Source: an optimization exercise on an open RTL-to-GDS flow (aim: small area, a short achievable clock period and few clock cycles). Production flows keep margins and buffers that such runs may drop. Where RTL was checked, it was by simulation tests only, not by an equivalence proof against the original.

==> flow/design.v <==
`timescale 1ns / 1ps
package rau_pkg;
  localparam logic [1:0] ACT_REDUCE = 2'd0;
  localparam logic [1:0] ACT_ADD    = 2'd1;
  localparam logic [1:0] ACT_MUL    = 2'd2;
  localparam logic [1:0] ACT_EQUAL  = 2'd3;
endpackage
module rau_add #(
  parameter int W = 64
) (
  input  logic [W-1:0] a,
  input  logic [W-1:0] b,
  input  logic         cin,
  output logic [W-1:0] s,
  output logic         cout
);
  localparam int L = $clog2(W);
  logic [W-1:0] g [0:L];
  logic [W-1:0] p [0:L];
  logic [W-1:0] p0;
  assign p0 = a ^ b;
  assign g[0] = {a[W-1:1] & b[W-1:1], (a[0] & b[0]) | (p0[0] & cin)};
  assign p[0] = p0;
  for (genvar l = 0; l < L; l++) begin : g_lv
    for (genvar i = 0; i < W; i++) begin : g_bit
      if (((i >> l) & 1) != 0) begin : g_node
        localparam int J = ((i >> l) << l) - 1;
        assign g[l+1][i] = g[l][i] | (p[l][i] & g[l][J]);
        assign p[l+1][i] = p[l][i] & p[l][J];
      end else begin : g_pass
        assign g[l+1][i] = g[l][i];
        assign p[l+1][i] = p[l][i];
      end
    end
  end
  assign s = p0 ^ {g[L][W-2:0], cin};
  assign cout = g[L][W-1];
endmodule
`timescale 1ns / 1ps
module rau_ctrl (
  input  logic               clk,
  input  logic               rst,
  input  logic               in_valid,
  output logic               in_stall,
  input  logic [1:0]         action,
  input  logic [31:0]        first_num,
  input  logic [31:0]        first_den,
  input  logic [31:0]        second_num,
  input  logic [31:0]        second_den,
  input  logic               take,       
  output logic               full,       
  output logic               pq_eq,      
  output logic               pq_eqv,     
  output logic [63:0]        p,          
  output logic [63:0]        q,          
  output logic               sp,         
  output logic               sq,         
  output logic               pfix        
);
  logic        ready, busy, last, is_add, is_red, flip_p, flip_q;
  logic [31:0] oa, ob, oc;      
  logic [3:0]  cnt;
  logic [35:0] p_hi;
  logic [31:0] p_lo;
  logic [34:0] q_hi;
  logic [31:0] q_lo;
  assign in_stall = !ready;
  assign p = {p_hi[31:0], p_lo};
  assign q = {q_hi[31:0], q_lo};
  wire accept = in_valid && ready;
  wire prod_in = (action != rau_pkg::ACT_EQUAL);
  assign sp = is_add ? p_hi[31] : flip_p;
  assign sq = flip_q;
  assign pfix = is_add && p_hi[31];
  function automatic logic [2:0] bdec(input logic [2:0] b, input logic f);
    logic one, two;
    one = b[1] ^ b[0];
    two = (b == 3'b100) || (b == 3'b011);
    bdec = {one, two, (b[2] ^ f) && (one || two)};
  endfunction
  function automatic logic [35:0] bpp(input logic [31:0] x, input logic [2:0] d);
    logic [35:0] xe, m;
    xe = {{4{x[31]}}, x};
    m = d[2] ? xe : (d[1] ? {xe[34:0], 1'b0} : 36'd0);
    bpp = m ^ {36{d[0]}};
  endfunction
  logic [2:0] ka, kc, kq;       
  wire        add_in = (action == rau_pkg::ACT_ADD);
  wire        red_in = (action == rau_pkg::ACT_REDUCE);
  wire [31:0] pl_in = add_in ? first_den :
                      (action == rau_pkg::ACT_MUL) ? second_num : 32'd1;
  wire [31:0] ql_in = red_in ? 32'd1 : second_den;
  wire        fp_in = red_in ? first_num[31] :
                      (action == rau_pkg::ACT_MUL) && (first_num[31] ^ second_num[31]);
  wire        fq_in = red_in ? first_den[31] : (first_den[31] ^ second_den[31]);
  wire [2:0]  pd_n = accept ? {pl_in[1:0], 1'b0} : {p_lo[3:2], p_lo[1]};
  wire [2:0]  qd_n = accept ? {ql_in[1:0], 1'b0} : {q_lo[3:2], q_lo[1]};
  wire        add_n = accept ? add_in : is_add;
  wire        fp_n = accept ? fp_in : flip_p;
  wire        fq_n = accept ? fq_in : flip_q;
  always_ff @(posedge clk) begin
    ka <= bdec(add_n ? qd_n : pd_n, fp_n);
    kc <= add_n ? bdec(pd_n, fp_n) : 3'b000;
    kq <= bdec(qd_n, fq_n);
  end
  wire [35:0] ta = bpp(oa, ka);
  wire [35:0] tc = bpp(oc, kc);
  wire [35:0] tb = bpp(ob, kq);
  wire na = ka[0];
  wire nc = kc[0];
  wire nq = kq[0];
  wire [35:0] cs_s = p_hi ^ ta ^ tc;
  wire [35:0] cs_c = {(p_hi[34:0] & ta[34:0]) | (p_hi[34:0] & tc[34:0]) | (ta[34:0] & tc[34:0]), na};
  wire [35:0] psum;
  wire [34:0] qsum;
  rau_add #(.W(36)) u_p (.a(cs_s), .b(cs_c), .cin(nc), .s(psum), .cout());
  rau_add #(.W(35)) u_q (.a(q_hi), .b(tb[34:0]), .cin(nq), .s(qsum), .cout());
  wire full_n = (full && !take) || (accept && !prod_in) || (busy && last);
  wire busy_n = (busy && !last) || (accept && prod_in);
  always_ff @(posedge clk) begin
    if (rst) begin
      ready <= 1'b1;
      busy <= 1'b0;
      full <= 1'b0;
    end else begin
      ready <= !busy_n && !full_n;
      busy <= busy_n;
      full <= full_n;
    end
  end
  always_ff @(posedge clk) begin
    if (accept) begin
      is_add <= add_in;
      is_red <= red_in;
      flip_p <= fp_in;
      flip_q <= fq_in;
      pq_eq <= (action == rau_pkg::ACT_EQUAL);
      pq_eqv <= (first_num == second_num) && (first_den == second_den);
      oa <= first_num;
      ob <= first_den;
      oc <= second_num;
      cnt <= 4'd0;
      last <= (action == rau_pkg::ACT_REDUCE);
      p_hi <= 36'd0;
      q_hi <= 35'd0;
      p_lo <= pl_in;
      q_lo <= ql_in;
    end else if (busy && is_red) begin
      p_lo <= psum[31:0];
      q_lo <= qsum[31:0];
    end else if (busy) begin
      cnt <= cnt + 4'd1;
      last <= (cnt == 4'd14);
      p_hi <= {{2{psum[35]}}, psum[35:2]};
      p_lo <= {psum[1:0], p_lo[31:2]};
      q_hi <= {{2{qsum[34]}}, qsum[34:2]};
      q_lo <= {qsum[1:0], q_lo[31:2]};
    end
  end
endmodule
`timescale 1ns / 1ps
module rau_datapath (
  input  logic               clk,
  input  logic               rst,
  input  logic               full,
  input  logic               pq_eq,
  input  logic               pq_eqv,
  input  logic [63:0]        p,
  input  logic [63:0]        q,
  input  logic               sp,
  input  logic               sq,
  input  logic               pfix,
  output logic               take,       
  output logic               out_valid,
  input  logic               out_stall,
  output logic [63:0]        out_num,
  output logic [63:0]        out_den,
  output logic               is_equal,
  output logic               status
);
  logic        busy, up, mode, done, fix;
  logic [5:0]  s;
  logic [63:0] ra, rb;
  logic [64:0] xa, xb, ya, yb;
  assign out_valid = busy && done;
  assign out_num = yb[63:0];
  assign out_den = xb[63:0];
  wire load = full && !fix && (!busy || (done && !out_stall));
  assign take = (load && !pfix) || fix;
  wire zz = (p == 64'd0) && (q == 64'd0);
  wire [63:0] d1;
  wire c1, c2, c4;
  wire [64:0] xs, ys;
  rau_add #(.W(64)) u_d1 (.a(ra), .b(~rb), .cin(1'b1), .s(d1), .cout(c1));
  rau_add #(.W(65)) u_c2 (.a({1'b0, ra}), .b(~{rb, 1'b0}), .cin(1'b1), .s(), .cout(c2));
  rau_add #(.W(66)) u_c4 (.a({2'b0, ra}), .b(~{rb, 2'b0}), .cin(1'b1), .s(), .cout(c4));
  rau_add #(.W(65)) u_xs (.a(xa), .b(xb ^ {65{mode}}), .cin(mode), .s(xs), .cout());
  rau_add #(.W(65)) u_ys (.a(ya), .b(yb ^ {65{mode}}), .cin(mode), .s(ys), .cout());
  wire [63:0] ra_n = c1 ? d1 : ra;
  wire [64:0] xa_n = c1 ? xs : xa;
  wire [64:0] ya_n = c1 ? ys : ya;
  wire shift_up = up && c2;
  wire shift_two = up && c4;
  wire swap = !shift_up && (s == 6'd0);
  wire rem_zero = c1 ? (ra == rb) : (ra == 64'd0);
  always_ff @(posedge clk) begin
    if (rst) begin
      busy <= 1'b0;
    end else if (load) begin
      busy <= 1'b1;
    end else if (busy && done && !out_stall) begin
      busy <= 1'b0;
    end
  end
  always_ff @(posedge clk) begin
    fix <= load && pfix && !rst;
    if (load) begin
      done <= pq_eq || (!pfix && q == 64'd0);
      s <= 6'd0;
      up <= 1'b1;
      is_equal <= pq_eq && pq_eqv;
      status <= !pq_eq && zz;
      mode <= sp ^ sq;
      ra <= pfix ? 64'd0 : p;
      rb <= pq_eq ? 64'd0 : (pfix ? p : q);
      xa <= 65'd1;
      xb <= 65'd0;
      ya <= 65'd0;
      yb <= (pq_eq || zz) ? 65'd0 : 65'd1;
    end else if (fix) begin
      done <= (q == 64'd0);
      ra <= d1;
      rb <= q;
    end else begin
      if (shift_up) begin
        ra <= ra;
        xa <= xa;
        ya <= ya;
      end else if (swap) begin
        ra <= rb;
        xa <= xb;
        ya <= yb;
      end else begin
        ra <= ra_n;
        xa <= xa_n;
        ya <= ya_n;
      end
      if (!done) begin
        if (shift_two) begin
          s <= s + 6'd2;
          rb <= {rb[61:0], 2'b0};
          xb <= {xb[62:0], 2'b0};
          yb <= {yb[62:0], 2'b0};
        end else if (shift_up) begin
          s <= s + 6'd1;
          rb <= {rb[62:0], 1'b0};
          xb <= {xb[63:0], 1'b0};
          yb <= {yb[63:0], 1'b0};
        end else if (swap) begin
          done <= rem_zero;
          up <= 1'b1;
          rb <= ra_n;
          xb <= xa_n;
          yb <= ya_n;
        end else begin
          s <= s - 6'd1;
          up <= 1'b0;
          rb <= {1'b0, rb[63:1]};
          xb <= {xb[64], xb[64:1]};
          yb <= {yb[64], yb[64:1]};
        end
      end
    end
  end
endmodule
`timescale 1ns / 1ps
module rational_arithmetic_unit #(
  parameter int OPERAND_WIDTH = 32
) (
  input  logic               clk,
  input  logic               rst,
  input  logic               in_valid,
  output logic               in_stall,
  input  logic [1:0]         action,
  input  logic signed [31:0] first_num,
  input  logic signed [31:0] first_den,
  input  logic signed [31:0] second_num,
  input  logic signed [31:0] second_den,
  output logic               out_valid,
  input  logic               out_stall,
  output logic signed [63:0] out_num,
  output logic signed [63:0] out_den,
  output logic               is_equal,
  output logic               status
);
  logic        take, full, pq_eq, pq_eqv, sp, sq, pfix;
  logic [63:0] p, q;
  rau_ctrl u_ctrl (.clk, .rst, .in_valid, .in_stall, .action, .first_num,
    .first_den, .second_num, .second_den, .take, .full, .pq_eq, .pq_eqv, .p, .q, .sp, .sq, .pfix);
  rau_datapath u_dp (.clk, .rst, .full, .pq_eq, .pq_eqv, .p, .q, .sp, .sq, .pfix, .take,
    .out_valid, .out_stall, .out_num, .out_den, .is_equal, .status);
endmodule
clock: 11.0 ns
lec_check: 0
cap_margin: 20
core_margin: 2
core_utilization: 40
slew_margin: 20
standard.sh (not shown) runs the stock make flow with config.mk's settings and CLKGATE_MAP_FILE= SYNTH_SCRIPT=/design/flow/synth_recipe.tcl, a recipe that flattens the netlist after the stock synthesis.
==> flow/flow/run.sh <==
#!/bin/bash
# Standard layout, with the timing repair aimed below the clock period.
set -euo pipefail
bash standard.sh finish SETUP_SLACK_MARGIN=6.5 > flow_orfs.log 2>&1
Rerun with:
--- a/flow/design.v
+++ b/flow/design.v
@@ -13,9 +13,13 @@
   input  logic         cin,
   output logic [W-1:0] s,
   output logic         cout
 );
-  localparam int L = $clog2(W);
+  function automatic int levels(input int w);
+    levels = 0;
+    for (int i = 0; i < 31; i++) if ((1 << i) < w) levels = i + 1;
+  endfunction
+  localparam int L = levels(W);
   logic [W-1:0] g [0:L];
   logic [W-1:0] p [0:L];
   logic [W-1:0] p0;
   assign p0 = a ^ b;
@@ -57,9 +61,9 @@
   output logic               sq,         
   output logic               pfix        
 );
   logic        ready, busy, last, is_add, is_red, flip_p, flip_q;
-  logic [31:0] oa, ob, oc;      
+  logic [31:0] oa, ob;          
   logic [3:0]  cnt;
   logic [35:0] p_hi;
   logic [31:0] p_lo;
   logic [34:0] q_hi;
@@ -86,10 +90,9 @@
   endfunction
   logic [2:0] ka, kc, kq;       
   wire        add_in = (action == rau_pkg::ACT_ADD);
   wire        red_in = (action == rau_pkg::ACT_REDUCE);
-  wire [31:0] pl_in = add_in ? first_den :
-                      (action == rau_pkg::ACT_MUL) ? second_num : 32'd1;
+  wire [31:0] pl_in = red_in ? 32'd1 : second_num;
   wire [31:0] ql_in = red_in ? 32'd1 : second_den;
   wire        fp_in = red_in ? first_num[31] :
                       (action == rau_pkg::ACT_MUL) && (first_num[31] ^ second_num[31]);
   wire        fq_in = red_in ? first_den[31] : (first_den[31] ^ second_den[31]);
@@ -103,9 +106,9 @@
     kc <= add_n ? bdec(pd_n, fp_n) : 3'b000;
     kq <= bdec(qd_n, fq_n);
   end
   wire [35:0] ta = bpp(oa, ka);
-  wire [35:0] tc = bpp(oc, kc);
+  wire [35:0] tc = bpp(ob, kc);
   wire [35:0] tb = bpp(ob, kq);
   wire na = ka[0];
   wire nc = kc[0];
   wire nq = kq[0];
@@ -137,9 +140,8 @@
       pq_eq <= (action == rau_pkg::ACT_EQUAL);
       pq_eqv <= (first_num == second_num) && (first_den == second_den);
       oa <= first_num;
       ob <= first_den;
-      oc <= second_num;
       cnt <= 4'd0;
       last <= (action == rau_pkg::ACT_REDUCE);
       p_hi <= 36'd0;
       q_hi <= 35'd0;
=> The new run went through all stages and came out clean; setup slack gets better by 12 ps; routed wire length goes down by 1.1%; hold slack stays flat; synthesized area goes down by 2.2%; final cell count goes down by 1.8%.
Testbench counts after the change, summed over its fixed seeds: cycles 16,243.
No functional check of the RTL was part of the first run of this note.

## static timing again, ports no longer ideal
The flow's constraints put no driver on any port. The routed layouts listed below were extracted and timed again, unchanged, in two steps.
Step 1 assumes that a clkbuf_16 drives the clock port and a buf_2 every other input.
Step 2 times the ports against the registers' clock, not the clock port: input delays grow and output delays shrink by t, the midpoint of the rising clock arrivals with the driver on.
a / b / c = ideal ports / drivers / drivers and shift; a / b = the first two.
run | t, ns | setup slack, ns | hold WS [ns]
the first run | 0.766 | 6.496 / 6.496 / 5.796 | 0.473 / 0.473 / 0.473
the second run | 0.768 | 6.508 / 6.508 / 5.813 | 0.470 / 0.470 / 0.470
After both steps setup and hold are still met in every run listed. The setup slack of the first run, which loses most, moves by 0.000 ns with the drivers and by -0.700 ns with both steps.
